From an optimization exercise on the open Yosys and OpenROAD flow, aimed at small area; shortcuts taken in it are not production practice. Where RTL was checked, it was by simulation tests only, not by an equivalence proof against the original. Power is estimated from default activity; no workload was simulated.

// risc_reg_file
module risc_reg_file #(
  parameter int DATA_W = 32,
  parameter int ADDR_W = 5,
  parameter int NREG   = 32
) (
  input  logic              clk,
  input  logic              rst_n,
  input  logic [ADDR_W-1:0] rs_addr,
  input  logic [ADDR_W-1:0] rt_addr,
  output logic [DATA_W-1:0] rs_data,
  output logic [DATA_W-1:0] rt_data,
  input  logic              wr_en,
  input  logic [ADDR_W-1:0] wr_addr,
  input  logic [DATA_W-1:0] wr_data,
  input  logic              hilo_we,
  input  logic [DATA_W-1:0] mult_high_in,
  input  logic [DATA_W-1:0] mult_low_in,
  output logic [DATA_W-1:0] hi_out,
  output logic [DATA_W-1:0] lo_out,
  input  logic              flag_we,
  input  logic [3:0]        flags_in,
  output logic [3:0]        flags_out
);
  logic [DATA_W-1:0] regs_q [1:NREG-1];
  logic [NREG-1:1]   vld_q;
  logic [NREG-1:1]   wsel, wsel_n;
  logic [DATA_W-1:0] hi_q, lo_q;
  logic [3:0]        flags_q;
  rf_wdec u_wdec (.wr_en(wr_en), .wr_addr(wr_addr), .wsel(wsel), .wsel_n(wsel_n));
  ...
Size in the first run: roughly 250 I/O pins, about 0.042 mm^2 of cells after synthesis.
==> flow/config.mk <==
export PLATFORM = sky130hd
export DESIGN_NAME = risc_reg_file
export DESIGN_NICKNAME = risc_reg_file
export VERILOG_FILES = /design/flow/design.v
export SDC_FILE = /design/flow/constraint.sdc
export NUM_CORES = 4
export LEC_CHECK = 0
export CAP_MARGIN = 20
export CORE_MARGIN = 2
export CORE_UTILIZATION = 40
export SLEW_MARGIN = 20
export SYNTH_HIERARCHICAL = 1
==> flow/constraint.sdc <==
create_clock -name core_clock -period 7.0 [get_ports {clk}]
set_input_delay 1.4000 -clock core_clock [delete_from_list [all_inputs] [get_ports {clk}]]
set_output_delay 1.4000 -clock core_clock [all_outputs]
set_load 0.01 [all_outputs]
standard.sh (not shown) runs the stock make flow with config.mk's settings and CLKGATE_MAP_FILE= SYNTH_SCRIPT=/design/flow/synth_recipe.tcl, a recipe that flattens the netlist after the stock synthesis.
==> flow/flow/run.sh <==
#!/bin/bash
# The standard layout, with smaller port buffers and a clock tree of
# larger sink clusters without dummy loads. Each ORFS step keeps its own log
# under orfs/logs/; make's own output goes to make.log.
set -euo pipefail
export BUFFER_PORTS_ARGS="-buffer_cell sky130_fd_sc_hd__buf_1"
export CTS_ARGS="-sink_clustering_enable -repair_clock_nets -dont_use_dummy_load -buf_list sky130_fd_sc_hd__clkbuf_16 -sink_clustering_size 40 -sink_clustering_max_diameter 60"
bash standard.sh > make.log 2>&1
The baseline ran to the end with no violations.
Then changed:
==> flow/flow/run.sh (replaced) <==
#!/bin/bash
# The standard layout, with smaller port buffers and a clock tree of
# larger sink clusters without dummy loads. Each ORFS step keeps its own log
# under orfs/logs/; make's own output goes to make.log.
set -euo pipefail
export BUFFER_PORTS_ARGS="-buffer_cell sky130_fd_sc_hd__buf_1"
export CTS_ARGS="-sink_clustering_enable -repair_clock_nets -dont_use_dummy_load -buf_list sky130_fd_sc_hd__clkbuf_16 -sink_clustering_size 30 -sink_clustering_max_diameter 80"
bash standard.sh > make.log 2>&1
=> Routed wire length is lower slightly; synthesized cell count is unchanged; worst setup slack loses 69 ps; count of clock-buffer cells in the layout is lower by 36; cell count is lower slightly; die area does not change.


== maple ==
The RTL this note starts from:
==> flow/design.v <==
module risc_reg_file #(
  parameter int DATA_W = 32,
  parameter int ADDR_W = 5,
  parameter int NREG   = 32
) (
  input  logic              clk,
  input  logic              rst_n,
  input  logic [ADDR_W-1:0] rs_addr,
  input  logic [ADDR_W-1:0] rt_addr,
  output logic [DATA_W-1:0] rs_data,
  output logic [DATA_W-1:0] rt_data,
  input  logic              wr_en,
  input  logic [ADDR_W-1:0] wr_addr,
  input  logic [DATA_W-1:0] wr_data,
  input  logic              hilo_we,
  input  logic [DATA_W-1:0] mult_high_in,
  input  logic [DATA_W-1:0] mult_low_in,
  output logic [DATA_W-1:0] hi_out,
  output logic [DATA_W-1:0] lo_out,
  input  logic              flag_we,
  input  logic [3:0]        flags_in,
  output logic [3:0]        flags_out
);
  logic [DATA_W-1:0] regs_q [1:NREG-1];
  logic [NREG-1:1]   vld_q;
  logic [NREG-1:1]   wsel, wsel_n;
  logic [DATA_W-1:0] hi_q, lo_q;
  logic [3:0]        flags_q;
  rf_wdec u_wdec (.wr_en(wr_en), .wr_addr(wr_addr), .wsel(wsel), .wsel_n(wsel_n));
  logic [DATA_W-1:0] regs_d [1:NREG-1];
  for (genvar i = 1; i < NREG; i++) begin : g_gpr
    for (genvar b = 0; b < DATA_W; b++) begin : g_bit
      rf_ao22 u (.a0(wsel[i]), .b0(wr_data[b]), .a1(wsel_n[i]), .b1(regs_q[i][b]),
                 .y(regs_d[i][b]));
    end
  end
  always_ff @(posedge clk) begin
    for (int i = 1; i < NREG; i++)
      regs_q[i] <= regs_d[i];
  end
  logic [NREG-1:1] vld_d;
  for (genvar i = 1; i < NREG; i++) begin : g_vld
    rf_or2 u (.a({vld_q[i], wsel[i]}), .y(vld_d[i]));
  end
  always_ff @(posedge clk or negedge rst_n) begin
    if (!rst_n) vld_q <= '0;
    else        vld_q <= vld_d;
  end
  logic [DATA_W-1:0] hi_d, lo_d;
  logic [3:0]        flags_d;
  logic              hilo_we_n, flag_we_n;
  rf_inv u_hilo_we_n (.a(hilo_we), .y(hilo_we_n));
  rf_inv u_flag_we_n (.a(flag_we), .y(flag_we_n));
  for (genvar b = 0; b < DATA_W; b++) begin : g_hilo
    rf_ao22 u_hi (.a0(hilo_we), .b0(mult_high_in[b]), .a1(hilo_we_n), .b1(hi_q[b]), .y(hi_d[b]));
    rf_ao22 u_lo (.a0(hilo_we), .b0(mult_low_in[b]), .a1(hilo_we_n), .b1(lo_q[b]), .y(lo_d[b]));
  end
  for (genvar b = 0; b < 4; b++) begin : g_flags
    rf_ao22 u_fl (.a0(flag_we), .b0(flags_in[b]), .a1(flag_we_n), .b1(flags_q[b]), .y(flags_d[b]));
  end
  always_ff @(posedge clk or negedge rst_n) begin
    if (!rst_n) begin
      hi_q    <= '0;
      lo_q    <= '0;
      flags_q <= '0;
    end else begin
      hi_q    <= hi_d;
      lo_q    <= lo_d;
      flags_q <= flags_d;
    end
  end
  logic byp_rs, byp_rt;
  logic [NREG-1:1] sel_rs, sel_rt;
  logic wv;
  rf_wv u_wv (.rst_n(rst_n), .wr_en(wr_en), .wr_addr(wr_addr), .wv(wv));
  rf_rdec u_rdec_rs (.wv(wv), .wr_addr(wr_addr), .rd_addr(rs_addr),
                     .vld(vld_q), .byp(byp_rs), .sel(sel_rs));
  rf_rdec u_rdec_rt (.wv(wv), .wr_addr(wr_addr), .rd_addr(rt_addr),
                     .vld(vld_q), .byp(byp_rt), .sel(sel_rt));
  logic [DATA_W-1:0] regs_t [NREG];
  always_comb begin
    for (int b = 0; b < DATA_W; b++) begin
      regs_t[0][b] = wr_data[b];
      for (int i = 1; i < NREG; i++)
        regs_t[i][b] = regs_q[i][b];
    end
  end
  for (genvar b = 0; b < DATA_W; b++) begin : g_rd
    logic [NREG-1:0] col;
    for (genvar i = 0; i < NREG; i++) begin : g_col
      assign col[i] = regs_t[i][b];
    end
    rf_rd_bit u_rs (.sel({sel_rs, byp_rs}), .d(col), .y(rs_data[b]));
    rf_rd_bit u_rt (.sel({sel_rt, byp_rt}), .d(col), .y(rt_data[b]));
  end
  assign hi_out    = hi_q;
  assign lo_out    = lo_q;
  assign flags_out = flags_q;
endmodule
module rf_wdec (
  input  logic        wr_en,
  input  logic [4:0]  wr_addr,
  output logic [31:1] wsel,
  output logic [31:1] wsel_n
);
  logic [7:0] hi_n;
  logic [3:0] lo_n;
  rf_wpre u_pre (.wr_en(wr_en), .wr_addr(wr_addr), .hi_n(hi_n), .lo_n(lo_n));
  for (genvar i = 1; i < 32; i++) begin : g_sel
    rf_nor2 u (.a({hi_n[i/4], lo_n[i%4]}), .y(wsel[i]));
    rf_inv  u_n (.a(wsel[i]), .y(wsel_n[i]));
  end
endmodule
module rf_wpre (
  input  logic       wr_en,
  input  logic [4:0] wr_addr,
  output logic [7:0] hi_n,
  output logic [3:0] lo_n
);
  logic [4:0] wa_n;
  for (genvar j = 0; j < 5; j++) begin : g_inv
    rf_inv u (.a(wr_addr[j]), .y(wa_n[j]));
  end
  for (genvar k = 0; k < 8; k++) begin : g_hi
    rf_nand3 u (.a({k[2] ? wr_addr[4] : wa_n[4], k[1] ? wr_addr[3] : wa_n[3],
                    k[0] ? wr_addr[2] : wa_n[2]}), .y(hi_n[k]));
  end
  for (genvar k = 0; k < 4; k++) begin : g_lo
    rf_nand3 u (.a({wr_en, k[1] ? wr_addr[1] : wa_n[1], k[0] ? wr_addr[0] : wa_n[0]}),
                .y(lo_n[k]));
  end
endmodule
module rf_wv (
  input  logic       rst_n,
  input  logic       wr_en,
  input  logic [4:0] wr_addr,
  output logic       wv
);
  logic nz_lo, nz;
  rf_or4 u_nz_lo (.a(wr_addr[3:0]), .y(nz_lo));
  rf_or2 u_nz    (.a({nz_lo, wr_addr[4]}), .y(nz));
  rf_and3 u_wv   (.a({rst_n, wr_en, nz}), .y(wv));
endmodule
module rf_rdec (
  input  logic        wv,
  input  logic [4:0]  wr_addr,
  input  logic [4:0]  rd_addr,
  input  logic [31:1] vld,
  output logic        byp,
  output logic [31:1] sel
);
  logic [7:0] hi;
  logic [3:0] lo;
  rf_rpre u_pre (.wv(wv), .wr_addr(wr_addr), .rd_addr(rd_addr), .byp(byp), .hi(hi), .lo(lo));
  for (genvar i = 1; i < 32; i++) begin : g_sel
    rf_and3 u (.a({hi[i/4], lo[i%4], vld[i]}), .y(sel[i]));
  end
endmodule
module rf_rpre (
  input  logic       wv,
  input  logic [4:0] wr_addr,
  input  logic [4:0] rd_addr,
  output logic       byp,
  output logic [7:0] hi,
  output logic [3:0] lo
);
  logic [4:0] eq, ra_n;
  logic       eq03, byp_n;
  for (genvar j = 0; j < 5; j++) begin : g_bit
    rf_xnor2 u_eq (.a({rd_addr[j], wr_addr[j]}), .y(eq[j]));
    rf_inv   u_n  (.a(rd_addr[j]), .y(ra_n[j]));
  end
  rf_and4  u_eq03 (.a(eq[3:0]), .y(eq03));
  rf_nand3 u_bypn (.a({eq03, eq[4], wv}), .y(byp_n));
  rf_inv   u_byp  (.a(byp_n), .y(byp));
  for (genvar k = 0; k < 8; k++) begin : g_hi
    rf_and3 u (.a({k[2] ? rd_addr[4] : ra_n[4], k[1] ? rd_addr[3] : ra_n[3],
                   k[0] ? rd_addr[2] : ra_n[2]}), .y(hi[k]));
  end
  for (genvar k = 0; k < 4; k++) begin : g_lo
    rf_and3 u (.a({byp_n, k[1] ? rd_addr[1] : ra_n[1], k[0] ? rd_addr[0] : ra_n[0]}),
               .y(lo[k]));
  end
endmodule
module rf_xnor2 (
  input  logic [1:0] a,
  output logic       y
);
  assign y = ~^a;
endmodule
module rf_and4 (
  input  logic [3:0] a,
  output logic       y
);
  assign y = &a;
endmodule
module rf_or4 (
  input  logic [3:0] a,
  output logic       y
);
  assign y = |a;
endmodule
module rf_nand3 (
  input  logic [2:0] a,
  output logic       y
);
  assign y = ~&a;
endmodule
module rf_or2 (
  input  logic [1:0] a,
  output logic       y
);
  assign y = |a;
endmodule
module rf_ao22 (
  input  logic a0, b0, a1, b1,
  output logic y
);
  assign y = (a0 & b0) | (a1 & b1);
endmodule
module rf_inv (
  input  logic a,
  output logic y
);
  assign y = ~a;
endmodule
module rf_nor2 (
  input  logic [1:0] a,
  output logic       y
);
  assign y = ~|a;
endmodule
module rf_and3 (
  input  logic [2:0] a,
  output logic       y
);
  assign y = &a;
endmodule
module rf_rd_bit (
  input  logic [31:0] sel,
  input  logic [31:0] d,
  output logic        y
);
  logic [11:0] n;
  for (genvar k = 0; k < 10; k++) begin : g_aoi
    rf_aoi222 u (.a0(sel[3*k]), .b0(d[3*k]), .a1(sel[3*k+1]), .b1(d[3*k+1]),
                 .a2(sel[3*k+2]), .b2(d[3*k+2]), .y(n[k]));
  end
  rf_nand2 u_n30 (.a({sel[30], d[30]}), .y(n[10]));
  rf_nand2 u_n31 (.a({sel[31], d[31]}), .y(n[11]));
  logic [2:0] m;
  rf_nand4 u_m0 (.a(n[3:0]), .y(m[0]));
  rf_nand4 u_m1 (.a(n[7:4]), .y(m[1]));
  rf_nand4 u_m2 (.a(n[11:8]), .y(m[2]));
  rf_or3   u_o  (.a(m), .y(y));
endmodule
module rf_aoi222 (
  input  logic a0, b0, a1, b1, a2, b2,
  output logic y
);
  assign y = ~((a0 & b0) | (a1 & b1) | (a2 & b2));
endmodule
module rf_nand2 (
  input  logic [1:0] a,
  output logic       y
);
  assign y = ~&a;
endmodule
module rf_nand4 (
  input  logic [3:0] a,
  output logic       y
);
  assign y = ~&a;
endmodule
module rf_or3 (
  input  logic [2:0] a,
  output logic       y
);
  assign y = |a;
endmodule
clock: 7.0 ns
lec_check: 0
cap_margin: 20
core_margin: 2
core_utilization: 40
slew_margin: 20
synth_hierarchical: 1
==> flow/flow/run.sh <==
#!/bin/bash
# The standard layout, with smaller port buffers and a clock tree of
# larger sink clusters without dummy loads. Each ORFS step keeps its own log
# under orfs/logs/; make's own output goes to make.log.
set -euo pipefail
export BUFFER_PORTS_ARGS="-buffer_cell sky130_fd_sc_hd__buf_1"
export CTS_ARGS="-sink_clustering_enable -repair_clock_nets -dont_use_dummy_load -buf_list sky130_fd_sc_hd__clkbuf_16 -sink_clustering_size 40 -sink_clustering_max_diameter 60"
bash standard.sh > make.log 2>&1
[inputs] oak vs maple
--- a/flow/flow/run.sh
+++ b/flow/flow/run.sh
@@ -5,4 +5,4 @@
 set -euo pipefail
 export BUFFER_PORTS_ARGS="-buffer_cell sky130_fd_sc_hd__buf_1"
-export CTS_ARGS="-sink_clustering_enable -repair_clock_nets -dont_use_dummy_load -buf_list sky130_fd_sc_hd__clkbuf_16 -sink_clustering_size 40 -sink_clustering_max_diameter 60"
+export CTS_ARGS="-sink_clustering_enable -repair_clock_nets -dont_use_dummy_load -buf_list sky130_fd_sc_hd__clkbuf_16 -sink_clustering_size 30 -sink_clustering_max_diameter 80"
 bash standard.sh > make.log 2>&1
### Flow results
- Cmp oak vs maple: multi-input combinational area share higher in oak
- Of the two candidates, maple has the worse switching component of the power and oak the better one.
- Between oak and maple, the fraction of standard cell area that is sequential is lower for maple.
- In oak the leakage power total turned out about 3% lower than in maple.
- rt_data[4] as the critical path endpoint was reported by oak, and rs_data[17] by maple.
- Going from maple to oak, worst hold slack after final layout barely changed; area growth from synthesis to final layout dropped 2.7 points.
- The standard cells in oak occupy less silicon area than those in maple do.
- oak reports a higher share of total power in combinational logic than maple does.
- Wire: oak routes less than maple
- maple has higher via count than oak.
No run of this note included a check of the RTL's function; only the layout flow was run.

==> port drivers added, routing unchanged <==
In the flow no input, the clock included, has a driving cell. The finished layouts below were timed again as built, in two steps.
Step 1 sets driving cells, clkbuf_16 on the clock port and buf_2 on the other inputs (assumed; they add their load-dependent delay and slew).
Step 2 also shifts input and output timing later by t, the mid clock arrival at the registers, as if the neighbouring blocks saw the same clock.
Three values: no drivers, after step 1, after step 2; two values: the first two.
run	t (ns)	setup slack, ns	worst hold slack (ns)
the first run of note 1	0.740	0.426 / 0.393 / 0.393	0.487 / 0.487 / 0.487
the second run of note 1	0.744	0.357 / 0.323 / 0.323	0.484 / 0.484 / 0.484
maple	0.752	0.266 / 0.240 / 0.240	0.485 / 0.485 / 0.485
oak	0.744	0.219 / 0.193 / 0.193	0.483 / 0.483 / 0.483
After both steps setup and hold are still met in every run listed. The setup slack of the second run of note 1, which loses most, moves by -0.034 ns with the drivers and by -0.034 ns with both steps.
